Background: an optimization exercise with open tools, aiming at small area, a short achievable clock period and few clock cycles. Do not read the settings as production practice. Power and IR drop assume default switching activity.

## before
==> flow/design.v <==
module neuron_state_mem #(
    parameter int DATA_W = 32,
    parameter int DEPTH  = 64,
    parameter int ADDR_W = $clog2(DEPTH)
) (
    input  logic              clk,
    input  logic              reset,
    input  logic              init_start,
    input  logic [DATA_W-1:0] init_value,
    output logic              init_busy,
    output logic              ready,
    input  logic              rd_en,
    input  logic [ADDR_W-1:0] rd_addr,
    output logic [DATA_W-1:0] rd_data,
    output logic              rd_valid,
    input  logic              wr_en,
    input  logic [ADDR_W-1:0] wr_addr,
    input  logic [DATA_W-1:0] wr_data
);
    logic                ready_q;
    logic                busy_q;
    logic [DATA_W-1:0]   init_q;
    logic [DEPTH-1:0]    written_q;
    logic [DATA_W-1:0]   rd_data_q;
    logic                rd_valid_q;
    logic [DATA_W-1:0]   mem [DEPTH];
    logic                keep;
    logic [7:0]          pw_hi_q;          
    logic [7:0]          pw_lo_q;
    logic [DATA_W-1:0]   pw_data_q;
    assign ready     = ready_q;
    assign init_busy = busy_q;
    assign rd_data   = rd_data_q;
    assign rd_valid  = rd_valid_q;
    assign keep = ready_q && !init_start;
    logic              en, bypass, pend_hit, g;
    logic [7:0]        hs_f;                   
    logic [7:0]        wo;                     
    logic [3:0]        gu;                     
    logic [DATA_W-1:0] yo [8];                 
    logic [DATA_W-1:0] rd_d;
    assign en     = ready_q && rd_en;
    assign bypass = wr_en && rd_addr == wr_addr;
    assign pend_hit = pw_hi_q[rd_addr[5:3]] && pw_lo_q[rd_addr[2:0]];
    assign g      = en && !bypass && !pend_hit;
    logic [7:0] ws, hs;                        
    nsm_dec3 u_wd (.a(rd_addr[2:0]), .y(ws));
    nsm_dec3 u_hd (.a(rd_addr[5:3]), .y(hs));
    nsm_dec3 u_hf (.a(rd_addr[5:3]), .y(hs_f));
    for (genvar o = 0; o < 8; o++) begin : g_eighth
        logic [7:0] s, sw;
        nsm_dec3 u_d (.a(rd_addr[2:0]), .y(s));
        nsm_and2 u_sw [7:0] (.a(s), .b(written_q[8*o+7:8*o]), .x(sw));
        nsm_sel8 u_w (.s(ws), .d(written_q[8*o+7:8*o]), .y(wo[o]));
        for (genvar b = 0; b < DATA_W; b++) begin : g_bit
            nsm_sel8 u_l1 (.s(sw), .d({mem[8*o+7][b], mem[8*o+6][b], mem[8*o+5][b], mem[8*o+4][b],
                                       mem[8*o+3][b], mem[8*o+2][b], mem[8*o+1][b], mem[8*o][b]}),
                           .y(yo[o][b]));
        end
    end
    for (genvar c = 0; c < 4; c++) begin : g_ui
        logic any_w;
        nsm_sel8 u_ui (.s(hs), .d(wo), .y(any_w));
        assign gu[c] = g && !any_w;
    end
    for (genvar b = 0; b < DATA_W; b++) begin : g_bit
        logic e2;
        assign e2 = (!en && rd_data_q[b]) || (en && bypass && wr_data[b]) ||
                    (en && !bypass && pend_hit && pw_data_q[b]) || (gu[b/8] && init_q[b]);
        nsm_bitfin u_fin (.y({yo[7][b], yo[6][b], yo[5][b], yo[4][b],
                              yo[3][b], yo[2][b], yo[1][b], yo[0][b]}), .h(hs_f), .g(g),
                          .e2(e2), .d(rd_d[b]));
    end
    always_ff @(posedge clk or negedge reset) begin
        if (!reset) begin
            ready_q    <= 1'b0;
            busy_q     <= 1'b1;
            rd_data_q  <= '0;
            rd_valid_q <= 1'b0;
        end else begin
            ready_q    <= 1'b1;
            busy_q     <= 1'b0;
            rd_valid_q <= en;
            rd_data_q  <= rd_d;
        end
    end
    always_ff @(posedge clk) begin
        if (!ready_q || init_start) init_q <= init_value;
        for (int i = 0; i < DEPTH; i++)
            written_q[i] <= keep && (written_q[i] || (wr_en && wr_addr == ADDR_W'(i)));
    end
    always_ff @(posedge clk) begin
        for (int j = 0; j < 8; j++) begin
            pw_hi_q[j] <= keep && wr_en && wr_addr[5:3] == 3'(j);
            pw_lo_q[j] <= wr_addr[2:0] == 3'(j);
        end
        pw_data_q <= wr_data;
        for (int i = 0; i < DEPTH; i++)
            if (pw_hi_q[i/8] && pw_lo_q[i%8]) mem[i] <= pw_data_q;
    end
endmodule
module nsm_and2 (input logic a, b, output logic x);
    assign x = a && b;
endmodule
module nsm_dec3 (
    input  logic [2:0] a,
    output logic [7:0] y
);
    always_comb for (int j = 0; j < 8; j++) y[j] = a == 3'(j);
endmodule
module nsm_sel8 (
    input  logic [7:0] s,
    input  logic [7:0] d,
    output logic       y
);
    assign y = |(s & d);
endmodule
module nsm_bitfin (
    input  logic [7:0] y,
    input  logic [7:0] h,
    input  logic       g,
    input  logic       e2,
    output logic       d
);
    assign d = (g && (|(h & y))) || e2;
endmodule
clock: 4.5 ns
lec_check: 0
cap_margin: 20
core_margin: 2
core_utilization: 55
cts_cluster_diameter: 120
cts_cluster_size: 26
setup_slack_margin: 2.4
slew_margin: 20
synth_hierarchical: 1
tns_end_percent: 5
standard.sh (not shown) runs the stock make flow with config.mk's settings and CLKGATE_MAP_FILE= SYNTH_SCRIPT=/design/flow/synth_recipe.tcl, a recipe that flattens the netlist after the stock synthesis.
==> flow/flow/run.sh <==
#!/bin/bash
# Standard layout, with the port buffers made from plain buffers instead of delay cells.
set -euo pipefail
export BUFFER_PORTS_ARGS="-buffer_cell sky130_fd_sc_hd__buf_4"
bash standard.sh finish > standard_finish.log 2>&1
--- input diff before..after ---
--- a/flow/design.v
+++ b/flow/design.v
@@ -33,11 +33,11 @@
     assign rd_data   = rd_data_q;
     assign rd_valid  = rd_valid_q;
     assign keep = ready_q && !init_start;
     logic              en, bypass, pend_hit, g;
-    logic [7:0]        hs_f;                   
+    logic [7:0]        hw;                     
     logic [7:0]        wo;                     
-    logic [3:0]        gu;                     
+    logic [3:0]        ui;                     
     logic [DATA_W-1:0] yo [8];                 
     logic [DATA_W-1:0] rd_d;
     assign en     = ready_q && rd_en;
     assign bypass = wr_en && rd_addr == wr_addr;
@@ -45,14 +45,14 @@
     assign g      = en && !bypass && !pend_hit;
     logic [7:0] ws, hs;                        
     nsm_dec3 u_wd (.a(rd_addr[2:0]), .y(ws));
     nsm_dec3 u_hd (.a(rd_addr[5:3]), .y(hs));
-    nsm_dec3 u_hf (.a(rd_addr[5:3]), .y(hs_f));
     for (genvar o = 0; o < 8; o++) begin : g_eighth
         logic [7:0] s, sw;
         nsm_dec3 u_d (.a(rd_addr[2:0]), .y(s));
         nsm_and2 u_sw [7:0] (.a(s), .b(written_q[8*o+7:8*o]), .x(sw));
         nsm_sel8 u_w (.s(ws), .d(written_q[8*o+7:8*o]), .y(wo[o]));
+        assign hw[o] = g && rd_addr[5:3] == 3'(o);
         for (genvar b = 0; b < DATA_W; b++) begin : g_bit
             nsm_sel8 u_l1 (.s(sw), .d({mem[8*o+7][b], mem[8*o+6][b], mem[8*o+5][b], mem[8*o+4][b],
                                        mem[8*o+3][b], mem[8*o+2][b], mem[8*o+1][b], mem[8*o][b]}),
                            .y(yo[o][b]));
@@ -60,17 +60,17 @@
     end
     for (genvar c = 0; c < 4; c++) begin : g_ui
         logic any_w;
         nsm_sel8 u_ui (.s(hs), .d(wo), .y(any_w));
-        assign gu[c] = g && !any_w;
+        assign ui[c] = g && !any_w;
     end
     for (genvar b = 0; b < DATA_W; b++) begin : g_bit
-        logic e2;
-        assign e2 = (!en && rd_data_q[b]) || (en && bypass && wr_data[b]) ||
-                    (en && !bypass && pend_hit && pw_data_q[b]) || (gu[b/8] && init_q[b]);
+        logic e;
+        assign e  = (!en && rd_data_q[b]) || (en && bypass && wr_data[b]) ||
+                    (en && !bypass && pend_hit && pw_data_q[b]);
         nsm_bitfin u_fin (.y({yo[7][b], yo[6][b], yo[5][b], yo[4][b],
-                              yo[3][b], yo[2][b], yo[1][b], yo[0][b]}), .h(hs_f), .g(g),
-                          .e2(e2), .d(rd_d[b]));
+                              yo[3][b], yo[2][b], yo[1][b], yo[0][b]}), .hw(hw),
+                          .use_init(ui[b/8]), .ie(init_q[b]), .e(e), .d(rd_d[b]));
     end
     always_ff @(posedge clk or negedge reset) begin
         if (!reset) begin
             ready_q    <= 1'b0;
@@ -116,11 +116,12 @@
     assign y = |(s & d);
 endmodule
 module nsm_bitfin (
     input  logic [7:0] y,
-    input  logic [7:0] h,
-    input  logic       g,
-    input  logic       e2,
+    input  logic [7:0] hw,
+    input  logic       use_init,
+    input  logic       ie,
+    input  logic       e,
     output logic       d
 );
-    assign d = (g && (|(h & y))) || e2;
+    assign d = (|(hw & y)) || (use_init && ie) || e;
 endmodule
Results
Measured against each other, before and after differ in critical path's largest stage delay, the lower figure coming from after. Status: register cell area after layout parity (after, before). Compared with before, in after buffers inserted during post-CTS setup optimization lost 46; count of filler cells inserted in the layout picked up an extra 1.0%; cell count along the critical path picked up an extra 2; count of clock-buffer cells in the layout picked up an extra 1.4%; data arrival time of the critical path picked up an extra 0.02 ns. Of before and after, before shows the lower relative contribution of combinational cells to total power, with after above it. Comparing after with before, the multi-input logic area came out essentially unchanged. The lower endpoint required time on the critical path came out of after.
No functional check of the RTL was part of any run of this note.

afterwards: timing with drivers on the ports:
Ports are ideal in the flow. The routed layouts listed here were re-timed in OpenROAD.
Step 1 sets driving cells, clkbuf_16 on the clock port and buf_2 on the other inputs (assumed; they add their load-dependent delay and slew).
Step 2 also shifts input and output timing later by t, the mid clock arrival at the registers, as if the neighbouring blocks saw the same clock.
Three values: ideal, step 1, step 2; two values: the first two.
run	t (ns)	slack for setup (ns)	slew at the worst register clock pin (ns)
before	0.817	1.954 / 1.562 / 0.746	0.11 / 0.11
after	0.843	1.851 / 1.662 / 0.819	0.12 / 0.12
After both steps setup and hold are still met in every run listed. For before, which loses most, drivers alone change the setup slack by -0.392 ns; drivers and shift together by -1.208 ns.
